This design comes from an exercise in tuning for small area, a short achievable clock period and few clock cycles on the open sky130 flow, not from production work.
In this exercise RTL edits were held to simulation tests only and were not proved equivalent to the original.
No activity file was given, so power comes from the tool's default toggle rates.

==> flow/constraint.sdc <==
create_clock -name core_clock -period 9.0 [get_ports {clk}]
set_input_delay 1.8000 -clock core_clock [delete_from_list [all_inputs] [get_ports {clk}]]
set_output_delay 1.8000 -clock core_clock [all_outputs]
set_load 0.01 [all_outputs]
==> flow/run.sh <==
#!/bin/bash
# synth_recipe.tcl (not shown) runs the flow's synth.tcl, then flattens the netlist and writes it again
# the make line also repeats each setting of config.mk as NAME=value (left out here)
make -C /OpenROAD-flow-scripts/flow DESIGN_CONFIG=/design/flow/config.mk WORK_HOME=/design/flow/orfs CLKGATE_MAP_FILE= SYNTH_SCRIPT=/design/flow/synth_recipe.tcl finish
==> flow/design.v <==
package simpleton_pkg;
    localparam int DATA_W_DEFAULT = 8;
    localparam int OPC_W = 4;
    typedef enum logic [OPC_W-1:0] {
        OPC_STA = 4'd1,
        OPC_LDA = 4'd2,
        OPC_ADD = 4'd3,
        OPC_HLT = 4'd15
    } opcode_t;
    typedef enum logic [1:0] {
        INS_HLT,
        INS_STA,
        INS_LDA,
        INS_ADD
    } instr_t;
    typedef enum logic [2:0] {
        ST_IDLE,
        ST_FETCH_OP,
        ST_FETCH_ADR,
        ST_EXEC,
        ST_HALT
    } state_t;
    function automatic instr_t decode_opcode(input logic [OPC_W-1:0] opc);
        case (opc)
            simpleton_pkg::OPC_STA: decode_opcode = simpleton_pkg::INS_STA;
            simpleton_pkg::OPC_LDA: decode_opcode = simpleton_pkg::INS_LDA;
            simpleton_pkg::OPC_ADD: decode_opcode = simpleton_pkg::INS_ADD;
            default: decode_opcode = simpleton_pkg::INS_HLT;
        endcase
    endfunction
endpackage
`timescale 1ns/1ps
module simpleton_datapath #(
    parameter int DATA_W = simpleton_pkg::DATA_W_DEFAULT
) (
    input  logic              clk,
    input  logic              rst,
    input  logic              pc_inc,
    input  logic              adr_load,
    input  logic              acc_load,
    input  logic              acc_add,
    input  logic              adr_sel_pc,
    input  logic [DATA_W-1:0] wb_dat_r,
    output logic [DATA_W-1:0] wb_adr,
    output logic [DATA_W-1:0] wb_dat_w,
    output logic [DATA_W-1:0] acc,
    output logic [DATA_W-1:0] pc
);
    logic [DATA_W-1:0] adr_q;
    logic [DATA_W-1:0] sum;
    logic [DATA_W-1:0] acc_d;
    assign sum = acc + wb_dat_r;
    assign acc_d = acc_add ? sum : wb_dat_r;
    always_ff @(posedge clk) begin
        if (rst) begin
            pc <= '0;
        end else if (pc_inc) begin
            pc <= pc + 1'b1;
        end
    end
    always_ff @(posedge clk) begin
        if (rst) begin
            adr_q <= '0;
        end else if (adr_load) begin
            adr_q <= wb_dat_r;
        end
    end
    always_ff @(posedge clk) begin
        if (rst) begin
            acc <= '0;
        end else if (acc_load) begin
            acc <= acc_d;
        end
    end
    always_comb begin
        if (adr_sel_pc) begin
            wb_adr = pc;
        end else begin
            wb_adr = adr_q;
        end
    end
    assign wb_dat_w = acc;
endmodule
`timescale 1ns/1ps
module simpleton_control (
    input  logic                            clk,
    input  logic                            rst,
    input  logic                            run,
    input  logic                            wb_ack,
    input  logic [simpleton_pkg::OPC_W-1:0] wb_opcode,
    output logic                            wb_cyc,
    output logic                            wb_stb,
    output logic                            wb_we,
    output logic                            pc_inc,
    output logic                            adr_load,
    output logic                            acc_load,
    output logic                            acc_add,
    output logic                            adr_sel_pc,
    output logic                            halted
);
    simpleton_pkg::state_t state_q;
    simpleton_pkg::state_t state_d;
    simpleton_pkg::instr_t instr_q;
    simpleton_pkg::instr_t instr_dec;
    logic   busy;
    logic   is_fetch;
    assign instr_dec = simpleton_pkg::decode_opcode(wb_opcode);
    always_ff @(posedge clk) begin
        if (rst) begin
            state_q <= simpleton_pkg::ST_IDLE;
        end else begin
            state_q <= state_d;
        end
    end
    always_ff @(posedge clk) begin
        if (rst) begin
            instr_q <= simpleton_pkg::INS_HLT;
        end else if (state_q == simpleton_pkg::ST_FETCH_OP && wb_ack) begin
            instr_q <= instr_dec;
        end
    end
    always_comb begin
        state_d = state_q;
        case (state_q)
            simpleton_pkg::ST_IDLE: begin
                if (run) begin
                    state_d = simpleton_pkg::ST_FETCH_OP;
                end
            end
            simpleton_pkg::ST_FETCH_OP: begin
                if (wb_ack) begin
                    if (instr_dec == simpleton_pkg::INS_HLT) begin
                        state_d = simpleton_pkg::ST_HALT;
                    end else begin
                        state_d = simpleton_pkg::ST_FETCH_ADR;
                    end
                end
            end
            simpleton_pkg::ST_FETCH_ADR: begin
                if (wb_ack) begin
                    state_d = simpleton_pkg::ST_EXEC;
                end
            end
            simpleton_pkg::ST_EXEC: begin
                if (wb_ack) begin
                    state_d = simpleton_pkg::ST_FETCH_OP;
                end
            end
            simpleton_pkg::ST_HALT: begin
                state_d = simpleton_pkg::ST_HALT;
            end
            default: begin
                state_d = simpleton_pkg::ST_HALT;
            end
        endcase
    end
    assign busy = (state_q == simpleton_pkg::ST_FETCH_OP) || (state_q == simpleton_pkg::ST_FETCH_ADR) ||
                  (state_q == simpleton_pkg::ST_EXEC);
    assign is_fetch = (state_q == simpleton_pkg::ST_FETCH_OP) || (state_q == simpleton_pkg::ST_FETCH_ADR);
    assign wb_cyc = busy;
    assign wb_stb = busy;
    assign wb_we = (state_q == simpleton_pkg::ST_EXEC) && (instr_q == simpleton_pkg::INS_STA);
    assign adr_sel_pc = is_fetch;
    assign pc_inc     = is_fetch && wb_ack;
    assign adr_load   = (state_q == simpleton_pkg::ST_FETCH_ADR) && wb_ack;
    assign acc_load = (state_q == simpleton_pkg::ST_EXEC) && wb_ack &&
                      ((instr_q == simpleton_pkg::INS_LDA) || (instr_q == simpleton_pkg::INS_ADD));
    assign acc_add  = (state_q == simpleton_pkg::ST_EXEC) && (instr_q == simpleton_pkg::INS_ADD);
    assign halted = (state_q == simpleton_pkg::ST_HALT);
endmodule
`timescale 1ns/1ps
module simpleton_memory #(
    parameter int DATA_W = simpleton_pkg::DATA_W_DEFAULT
) (
    input  logic              clk,
    input  logic              rst,
    input  logic              wb_cyc,
    input  logic              wb_stb,
    input  logic              wb_we,
    input  logic [DATA_W-1:0] wb_adr,
    input  logic [DATA_W-1:0] wb_dat_w,
    output logic [DATA_W-1:0] wb_dat_r,
    output logic              wb_ack,
    input  logic              load_we,
    input  logic [DATA_W-1:0] load_addr,
    input  logic [DATA_W-1:0] load_wdata,
    output logic [DATA_W-1:0] load_rdata
);
    localparam int DEPTH = 1 << DATA_W;
    logic [DATA_W-1:0] mem [DEPTH];
    logic req_new;
    assign req_new = wb_cyc && wb_stb && !wb_ack;
    always_ff @(posedge clk) begin
        if (rst) begin
            wb_ack <= 1'b0;
        end else begin
            wb_ack <= req_new;
        end
    end
    always_ff @(posedge clk) begin
        if (req_new && !wb_we) begin
            wb_dat_r <= mem[wb_adr];
        end
    end
    always_ff @(posedge clk) begin
        if (load_we) begin
            mem[load_addr] <= load_wdata;
        end
        if (wb_cyc && wb_stb && wb_we && wb_ack) begin
            mem[wb_adr] <= wb_dat_w;
        end
    end
    assign load_rdata = mem[load_addr];
endmodule
`timescale 1ns/1ps
module simpleton_top #(
    parameter int DATA_W = simpleton_pkg::DATA_W_DEFAULT
) (
    input  logic              clk,
    input  logic              rst,
    input  logic              run,
    input  logic              load_we,
    input  logic [DATA_W-1:0] load_addr,
    input  logic [DATA_W-1:0] load_wdata,
    output logic [DATA_W-1:0] load_rdata,
    output logic [DATA_W-1:0] acc,
    output logic [DATA_W-1:0] pc,
    output logic              halted
);
    logic              wb_cyc;
    logic              wb_stb;
    logic              wb_we;
    logic [DATA_W-1:0] wb_adr;
    logic [DATA_W-1:0] wb_dat_w;
    logic [DATA_W-1:0] wb_dat_r;
    logic              wb_ack;
    logic              pc_inc;
    logic              adr_load;
    logic              acc_load;
    logic              acc_add;
    logic              adr_sel_pc;
    simpleton_control i_control (
        .clk        (clk),
        .rst        (rst),
        .run        (run),
        .wb_ack     (wb_ack),
        .wb_opcode  (wb_dat_r[DATA_W-1 -: simpleton_pkg::OPC_W]),
        .wb_cyc     (wb_cyc),
        .wb_stb     (wb_stb),
        .wb_we      (wb_we),
        .pc_inc     (pc_inc),
        .adr_load   (adr_load),
        .acc_load   (acc_load),
        .acc_add    (acc_add),
        .adr_sel_pc (adr_sel_pc),
        .halted     (halted)
    );
    simpleton_datapath #(
        .DATA_W (DATA_W)
    ) i_datapath (
        .clk        (clk),
        .rst        (rst),
        .pc_inc     (pc_inc),
        .adr_load   (adr_load),
        .acc_load   (acc_load),
        .acc_add    (acc_add),
        .adr_sel_pc (adr_sel_pc),
        .wb_dat_r   (wb_dat_r),
        .wb_adr     (wb_adr),
        .wb_dat_w   (wb_dat_w),
        .acc        (acc),
        .pc         (pc)
    );
    simpleton_memory #(
        .DATA_W (DATA_W)
    ) i_memory (
        .clk        (clk),
        .rst        (rst),
        .wb_cyc     (wb_cyc),
        .wb_stb     (wb_stb),
        .wb_we      (wb_we),
        .wb_adr     (wb_adr),
        .wb_dat_w   (wb_dat_w),
        .wb_dat_r   (wb_dat_r),
        .wb_ack     (wb_ack),
        .load_we    (load_we),
        .load_addr  (load_addr),
        .load_wdata (load_wdata),
        .load_rdata (load_rdata)
    );
endmodule
==> flow/config.mk <==
export PLATFORM = sky130hd
export DESIGN_NAME = simpleton_top
export DESIGN_NICKNAME = simpleton_top
export VERILOG_FILES = /design/flow/design.v
export SDC_FILE = /design/flow/constraint.sdc
export NUM_CORES = 4
export LEC_CHECK = 0
export CAP_MARGIN = 20
export CELL_PAD_IN_SITES_GLOBAL_PLACEMENT = 2
export CORE_MARGIN = 2
export CORE_UTILIZATION = 30
export PLACE_DENSITY = 0.45
export SLEW_MARGIN = 20
==> impl_metrics.tcl, run 1 <==
set metrics [dict create \
    power_density_nw_per_um2 170 \
    cap_violations 0 \
    place_area_um2 132000 \
    htreeDepth 5 \
    synth.distinct_cells 78 \
    start_util_pct 30.2 \
    hold_buffers 0 \
    crit_type "in2out" \
    rows 236 \
    grt_max_degree 121 \
    core-area_um2 414000 \
    drt_iter0_drc 13300 \
    viasPerCell 6.19 \
    cts_tree "built" \
    slew_headroom_pct 16.4 \
    wl_um 666000 \
    skew_ns 0.0559 \
    slew_violations 0 \
    syn_area_per_cell_um2 13.2 \
    drc 0 \
    first_pass_iters 6 \
    antenna_found_initial 81 \
    wl_per_cell_um 44.7 \
    netlist_area_um2 125000 \
    critPathRequiredTime_ns 7.20 \
    worstSetupEndpointType "output port" \
    hold_path.class "reg2reg" \
    yosysSeqAreaShare_pct 49.9 \
    ir_drop_uv 117 \
    cts_root_buf "clkbuf_16" \
    port-buffer-count 44 \
    cts_buffers 286 \
    detail-route-antenna-nets 0 \
    cts_buffer_depth 4 \
    grt_overflow 0 \
    postSynth.asyncResetShare_pct 0 \
    cp_max_fo 40 \
    die_w_um 649 \
    timing.fmax_ghz 0.114 \
    clk_latency_ns 0.97 \
    die_y_um 649 \
    tightestPinTransition_ns 1.25 \
    p_leak_nw 44.5 \
    hold_viol_final 0 \
    status "timing/DRC/antenna clean" \
    start_kind "input pin" \
    synth_edf_count 2056 \
    period_share_pct 97.6 \
    dp_hpwl_um 443000 \
    synthCells 9477 \
    rsz0062_at_grt "false" \
    grt_usage_pct 30.8 \
    min_period_ns 8.79 \
    grt_pass1_wl_um 882000 \
    ys.flop_type "edfxtp_1" \
    cts_sinks 2086 \
    syn2layout_area_growth_pct 13.4 \
    postLayoutCellArea_um2 142000 \
    ys.warnings.count 3 \
    worstPathArrival_ns 6.99 \
    clk_pin_slew_ns 0.05 \
    io_pins 45 \
    grt_pass1_vias 88100 \
    tns_ns 0 \
    r2r_slack_ns 2.19 \
    drive_gt1_share_pct 38.5 \
    vias 92200 \
    final_common_cell "edfxtp_1" \
    cts_setup_buffers 0 \
    place_congestion 0.879 \
    cts_resized 0 \
    nets 9183 \
    setup_violations 0 \
    layout_common_cells "edfxtp_1, mux2_2, nand2_1" \
    ys_seq_elements 2086 \
    synth_fp_nets 9506 \
    die_area_um2 421000 \
]
-- layer usage --
layer | part of all wire [%] | wire, um | GRT usage (%) | vias to the layer above
li1 | - | - | - | 36600
met1 | 44 | 296000 | 44.4 | 49800
met2 | 45 | 298000 | 47.3 | 4914
met3 | 7.1 | 47300 | 4.37 | 846
met4 | 3.6 | 24200 | 10.3 | 10
met5 | 0.0096 | 64 | 0 | -
-- power breakdown --
part	total, W	switching [W]	leakage [nW]	internal, W
combinational	0.00182	0.00106	21.4	0.000757
clock	0.0115	0.00486	4.40	0.00661
sequential	0.0107	0.0000266	18.7	0.0107
total	0.0240	0.00595	44.5	0.0180
-- registers in the layout (all words and copies together), names as in the netlist --
signal and flops:
i_control.instr_q 2, i_control.state_q 3, i_datapath.acc 8, i_datapath.adr_q 8, i_datapath.pc 8, i_memory.mem 2048
i_memory.wb_ack 1, i_memory.wb_dat_r 8
-- per-stage QoR --
stage / power (W) / hold slack [ns] / std cells / worst slack, ns / utilization (%)
final: 0.0240 / 0.468 / 14900 / 0.213 / 34.2
after global routing: 0.0245 / 0.498 / 14800 / 0.182 / 34.2
after floorplan: 0.0120 / 0.433 / 9477 / 2.50 / -
after CTS: 0.0242 / 0.474 / 14800 / 0.167 / 34.2
after detailed placement: 0.0127 / 0.466 / 14300 / 0.180 / 32.0
after global placement: 0.0127 / 0.451 / 14300 / 0.242 / 32.0
-- final cells by class --
class / count / area [um^2]
Fill cell: 40000 / 272000
Sequential cell: 2086 / 62400
Multi-Input combinational cell: 6229 / 58300
Clock buffer: 353 / 7660
Tap cell: 5474 / 6850
Timing Repair Buffer: 537 / 4840
Clock inverter: 150 / 1310
Antenna cell: 45 / 113
Inverter: 14 / 67.6
-- path summary, 6_finish.rpt --
check | start | to | depth (start not counted)
min reg2reg | i_datapath.adr_q[3] | i_datapath.adr_q[3] | 2
max reg2reg | i_control.state_q[2] | i_memory.wb_dat_r[6] | 9
max | load_addr[0] | load_rdata[4] | 12
min | i_datapath.adr_q[3] | i_datapath.adr_q[3] | 2
-- synthesized netlist by cell type (all sizes together) (15+ instances only) --
cell	count	area (um^2)
edfxtp	2056	61700
mux2	1689	19000
nand2	1421	5350
mux4	845	19000
clkbuf	813	3050
o21ai	588	2950
a21oi	367	1840
buf	335	1750
nand3	149	756
nor2	144	676
a22oi	124	931
a221oi	117	1030
and3	111	694
mux2i	81	811
a211oi	78	586
o22ai	66	413
a31oi	65	407
a311oi	54	473
nand4	45	282
dfxtp	30	601
nor2b	28	175
nor3	28	228
a22o	23	201
a32oi	17	149
nand2b	16	100
o41ai	15	131
-- cells by family after synthesis --
kind of cell               synth area share [%]
adders and majority gates                0.0962
xor gates and xnor gates                  0.103
AOI/OAI and AO/OA                          7.98
buffers and inverters                      3.89
muxes                                      31.1
DFF                                        49.9
and+or+nand+nor                            6.86
-- worst max-delay path, cell delays in order --
cell	delay, ns
buf_8	0.52
buf_12	0.41
buf_4	0.33
mux4_2	0.59
mux4_2	0.60
a31oi_1	0.28
nand3_1	0.26
a31oi_1	0.71
buf_4	0.23
o2111ai_1	0.30
buf_4	0.29
clkdlybuf4s50_1	0.47
Testbench counts, summed over its fixed seeds: cycles 43,068.
==> inputs of run 2 (changes only) <==
==> flow/design.v (replaced) <==
package simpleton_pkg;
    localparam int DATA_W_DEFAULT = 8;
    localparam int OPC_W = 4;
    localparam logic [OPC_W-1:0] OPC_STA = 4'd1;
    localparam logic [OPC_W-1:0] OPC_LDA = 4'd2;
    localparam logic [OPC_W-1:0] OPC_ADD = 4'd3;
endpackage
`timescale 1ns/1ps
module simpleton_datapath (
    input  logic [3:0] opc,
    input  logic [7:0] acc_in,
    input  logic [7:0] data,
    output logic [7:0] acc_out
);
    always_comb begin
        case (opc)
            simpleton_pkg::OPC_LDA: acc_out = data;
            simpleton_pkg::OPC_ADD: acc_out = acc_in + data;
            default:                acc_out = acc_in;
        endcase
    end
endmodule
`timescale 1ns/1ps
module simpleton_control (
    input  logic [3:0] opc,
    output logic       is_op,
    output logic       is_sta
);
    assign is_op  = (opc == simpleton_pkg::OPC_STA) || (opc == simpleton_pkg::OPC_LDA) ||
                    (opc == simpleton_pkg::OPC_ADD);
    assign is_sta = (opc == simpleton_pkg::OPC_STA);
endmodule
`timescale 1ns/1ps
module simpleton_memory (
    input  logic       clk,
    input  logic [6:0] f_idx,
    output logic [3:0] f_opc,
    output logic [7:0] f_opnd,
    input  logic [7:0] d_addr,
    output logic [7:0] d_data,
    input  logic       we,
    input  logic [7:0] waddr,
    input  logic [7:0] wdata
);
    logic [2047:0] mem;
    logic [511:0]  even_opc;
    logic [1023:0] odd_w;
    for (genvar i = 0; i < 256; i++) begin : g_word
        always_ff @(posedge clk) begin
            if (we && waddr == i) begin
                mem[8*i +: 8] <= wdata;
            end
        end
    end
    for (genvar k = 0; k < 128; k++) begin : g_bank
        assign even_opc[4*k +: 4] = mem[16*k + 4 +: 4];
        assign odd_w[8*k +: 8]    = mem[16*k + 8 +: 8];
    end
    assign f_opc  = even_opc[4*f_idx +: 4];
    assign f_opnd = odd_w[8*f_idx +: 8];
    assign d_data = mem[8*d_addr +: 8];
endmodule
`timescale 1ns/1ps
module simpleton_top #(
    parameter int DATA_W = simpleton_pkg::DATA_W_DEFAULT
) (
    input  logic              clk,
    input  logic              rst,
    input  logic              run,
    input  logic              load_we,
    input  logic [DATA_W-1:0] load_addr,
    input  logic [DATA_W-1:0] load_wdata,
    output logic [DATA_W-1:0] load_rdata,
    output logic [DATA_W-1:0] acc,
    output logic [DATA_W-1:0] pc,
    output logic              halted
);
    logic       started;
    logic       halted_q;
    logic [6:0] idx;
    logic [3:0] opc;
    logic [7:0] opnd;
    logic [7:0] d_addr;
    logic [7:0] d_data;
    logic       is_op;
    logic       is_sta;
    logic       running;
    logic       go;
    logic       ex;
    logic       we;
    logic [7:0] wdata;
    logic [7:0] acc_nx;
    simpleton_memory i_memory (
        .clk    (clk),
        .f_idx  (idx),
        .f_opc  (opc),
        .f_opnd (opnd),
        .d_addr (d_addr),
        .d_data (d_data),
        .we     (we),
        .waddr  (d_addr),
        .wdata  (wdata)
    );
    simpleton_control i_control (
        .opc    (opc),
        .is_op  (is_op),
        .is_sta (is_sta)
    );
    simpleton_datapath i_datapath (
        .opc     (opc),
        .acc_in  (acc),
        .data    (d_data),
        .acc_out (acc_nx)
    );
    assign running = started && !halted_q;
    assign go = !rst && !load_we && (running || (!started && run));
    assign ex = go && is_op;
    assign d_addr = ex ? opnd : load_addr;
    assign we     = ex ? is_sta : load_we;
    assign wdata  = ex ? acc : load_wdata;
    assign load_rdata = d_data;
    always_ff @(posedge clk) begin
        if (rst) begin
            started  <= 1'b0;
            halted_q <= 1'b0;
            idx      <= '0;
            acc      <= '0;
        end else begin
            if (!started && run) begin
                started <= 1'b1;
            end
            if (go) begin
                if (is_op) begin
                    idx <= idx + 7'd1;
                    acc <= acc_nx;
                end else begin
                    halted_q <= 1'b1;
                end
            end
        end
    end
    assign halted = halted_q || (running && !is_op);
    assign pc = {idx, started};
endmodule
==> run 2 against run 1 <==
Now fails the layout checks on setup timing. Synthesized area fell by 28%. Critical path depth is 13 higher. Flip-flop and latch count decreased by 21. Non-clock buffer count increased by 368. Cell count shrank 29%. Clock power fell by 15%. Maximum frequency is 2.8% lower. Combinational power shrank 11%. Die area down 28%.
==> impl_metrics.tcl, run 2 <==
set metrics [dict create \
    status "finished with violations" \
    violations "setup timing" \
    synth_edf_count 2048 \
    r2r_start "idx[0]" \
    p_leak_nw 34.1 \
    tightestPinTransition_ns 1.20 \
    viasPerCell 6.02 \
    seqPwrFrac_pct 48.3 \
    final_common_cell "edfxtp_1" \
    port-buffer-count 44 \
    clk_latency_ns 0.94 \
    p_clk_share_pct 44.3 \
    cts_buffers 242 \
    hold_path.class "reg2reg" \
    cts_buffer_depth 4 \
    grt_max_degree 133 \
    nets 6491 \
    yosysSeqAreaShare_pct 69.1 \
    die_area_um2 303000 \
    dp_hpwl_um 302000 \
    synth.distinct_cells 90 \
    worstPathArrival_ns 7.24 \
    cts_sinks 2065 \
    synth_common_cells "edfxtp_1, o22ai_1, o21ai_0" \
    vias 63900 \
    rsz0062_at_grt "true" \
    largest-register "i_memory.mem" \
    crit_type "reg2out" \
    p_sw_share_pct 23.9 \
    core-area_um2 297000 \
    drc 0 \
    fill_cells 28100 \
    largest_reg_flops 2048 \
    drive_gt1_share_pct 27.2 \
    ys.flop_type "edfxtp_1" \
    slew_violations 0 \
    crit_path_start "idx[1]" \
    timing.fmax_ghz 0.111 \
    p_comb_share_pct 7.4 \
    worstSetupEndpointType "output port" \
    htreeDepth 4 \
    cts_root_buf "clkbuf_16" \
    die_y_um 550 \
    cap_violations 0 \
    skew_ns 0.0530 \
    syn2layout_area_growth_pct 23.6 \
    wl_per_cell_um 41.5 \
    hold_viol_final 0 \
    critPathMaxStageDelay_ns 0.75 \
    synthMostInstantiatedCell "edfxtp_1" \
    layout_common_cells "edfxtp_1, o22ai_1, buf_4" \
    slew_headroom_pct 19.6 \
    netlist_area_um2 89500 \
    switchingPower_w 0.00525 \
    clk_pin_slew_ns 0.06 \
    synth.largest_area_cell "edfxtp_1" \
    reg.largest.list "i_memory.mem x2048, acc x8, idx x7" \
    worst_slack_ns -0.0430 \
    min_from "halted_q" \
    min_period_ns 9.04 \
    cp_max_fo 30 \
    whs_ns 0.479 \
    ys_seq_elements 2065 \
    setup_violations 2 \
    dp.cells 10100 \
    power_density_nw_per_um2 199 \
    drt_iter0_drc 8009 \
    cts_tree "built" \
    critPathRequiredTime_ns 7.20 \
    synthCells 5810 \
    hold_buffers 0 \
    ys.warnings.count 3 \
    grt_usage_pct 28.5 \
    grt_overflow 0 \
    postSynth.asyncResetShare_pct 0 \
    crit_top_cell "buf_4" \
    start_util_pct 30.1 \
    tns_ns -0.0735 \
    grt_pass1_wl_um 586000 \
    io_pins 45 \
    wl_um 440000 \
    syn_area_per_cell_um2 15.4 \
    ir_drop_uv 176 \
    detail-route-antenna-nets 0 \
    yosys-top-cells-area "edfxtp_1, mux4_2, o22ai_1" \
    place_congestion 0.908 \
    period_share_pct 100 \
    die_w_um 550 \
    crit_slowest_cell "nor3_1" \
    antenna_found_initial 40 \
    first_pass_iters 6 \
    rows 200 \
    start_kind "flop" \
    layoutNonFillerInstCount 10600 \
    synth_fp_nets 5840 \
    p_int_w 0.0167 \
    synth_top_area_share_pct 68.7 \
    grt_pass1_vias 62400 \
]
==> run 2: cell types whose count changed after synthesis, moves of 269 or more <==
cell      delta
nor2_1     +269
mux4_2     -457
nand2_1   -1268
o22ai_1    +756
mux2_2    -1685
clkbuf_1   -576
==> run 2: kinds of logic (layout without fill, tap and decap cells) <==
family / Yosys count / count (layout) / synth area share (%)
AND/OR/NAND/NOR: 762 / 762 / 3.84
multiplexers: 402 / 402 / 9.93
other: 0 / 13 / 0
XOR/XNOR: 8 / 8 / 0.0783
AO/OA/AOI/OAI: 2040 / 2040 / 14.2
flip-flops: 2065 / 2065 / 69.1
buffers and inverters: 523 / 1370 / 2.71
adder cells (fa/ha/maj): 10 / 10 / 0.148
==> run 2: per-layer routing <==
metal | wire [um] | up-vias | part of all wire (%) | track usage [%]
met5 | 80 | - | 0.018 | 0
li1 | - | 25700 | - | -
met1 | 201000 | 34600 | 46 | 42.0
met3 | 30300 | 524 | 6.9 | 4.47
met4 | 11300 | 12 | 2.6 | 6.54
met2 | 198000 | 3071 | 45 | 43.9
==> run 2: final cells by class <==
cell class	instances	area (um^2)	share of cell area, %
multi-input combinational	3222	26500	24.0
clock inverter	135	1290	1.17
antenna	13	32.5	0.0294
sequential	2065	61900	55.9
tap	3939	4930	4.46
inverter	25	106	0.0962
timing repair buffer	905	9530	8.62
clock buffer	305	6310	5.71
==> run 2: worst max-delay path, delay by kind of cell, from the launching register on <==
family | cells | cell delay (ns)
buffers and inverters | 12 | 2.68
AOI/OAI and AO/OA | 8 | 1.39
DFF | 1 | 0.44
and+or+nand+nor | 5 | 1.68
==> run 2: what timing repair did <==
item                       CTS  global route
gates resized for setup    213            91
cloned                      16             0
buffers inserted            41             9
setup endpoints to repair    8             8
pin swaps                   30            15
==> run 2: metrics by stage <==
| stage | worst slack (ns) | cell area [um^2] | total power, W | util, % |
|---|---|---|---|---|
| finish | -0.0430 | 111000 | 0.0220 | 37.3 |
| global route | -0.174 | 111000 | 0.0225 | 37.3 |
| CTS | -0.0566 | 110000 | 0.0221 | 37.1 |
| detailed placement | -0.519 | 101000 | 0.0123 | 33.9 |
| global placement | -0.548 | 101000 | 0.0123 | 33.9 |
| floorplan | 2.09 | 89500 | 0.0115 | - |
==> run 2: power by group through the flow <==
stage | combinational, W | sequential, W | clock, W
floorplan | 0.000595 | 0.0109 | 0
global placement | 0.00150 | 0.0108 | 0
detailed placement | 0.00149 | 0.0108 | 0
CTS | 0.00159 | 0.0106 | 0.00992
global route | 0.00168 | 0.0106 | 0.0102
finish | 0.00162 | 0.0106 | 0.00973
==> run 2: final timing paths <==
check             slack (ns)            end  depth (start not counted)
hold reg to reg         0.48       halted_q                          2
hold / removal          0.48       halted_q                          2
setup reg to reg        0.82         acc[7]                         33
setup / recovery       -0.04  load_rdata[2]                         25
Testbench counts of run 2, summed over its fixed seeds: cycles 7,082.

afterwards: timing with drivers on the ports:
The flow's constraints put no driver on any port. The routed layouts listed below were extracted and timed again, unchanged, in two steps.
Step 1, drivers: a clkbuf_16 drives clk and a buf_2 each remaining input, both assumed.
Step 2 times the ports against the registers' clock, not the clock port: input delays grow and output delays shrink by t, the midpoint of the rising clock arrivals with the driver on.
Slacks: ideal / step 1 / step 2; pairs: ideal / step 1.
run	t (ns)	slack for setup (ns)	hold WS [ns]	slew at the worst register clock pin (ns)	cell pins on the clock port's net
run 1	1.053	0.213 / 0.163 / 0.163	0.468 / 0.468 / 0.468	0.07 / 0.07	1
run 2	1.006	-0.043 / -0.136 / -0.036	0.479 / 0.479 / 0.479	0.07 / 0.07	1
The setup slack of run 1, which loses most, moves by -0.050 ns with the drivers and by -0.050 ns with both steps.
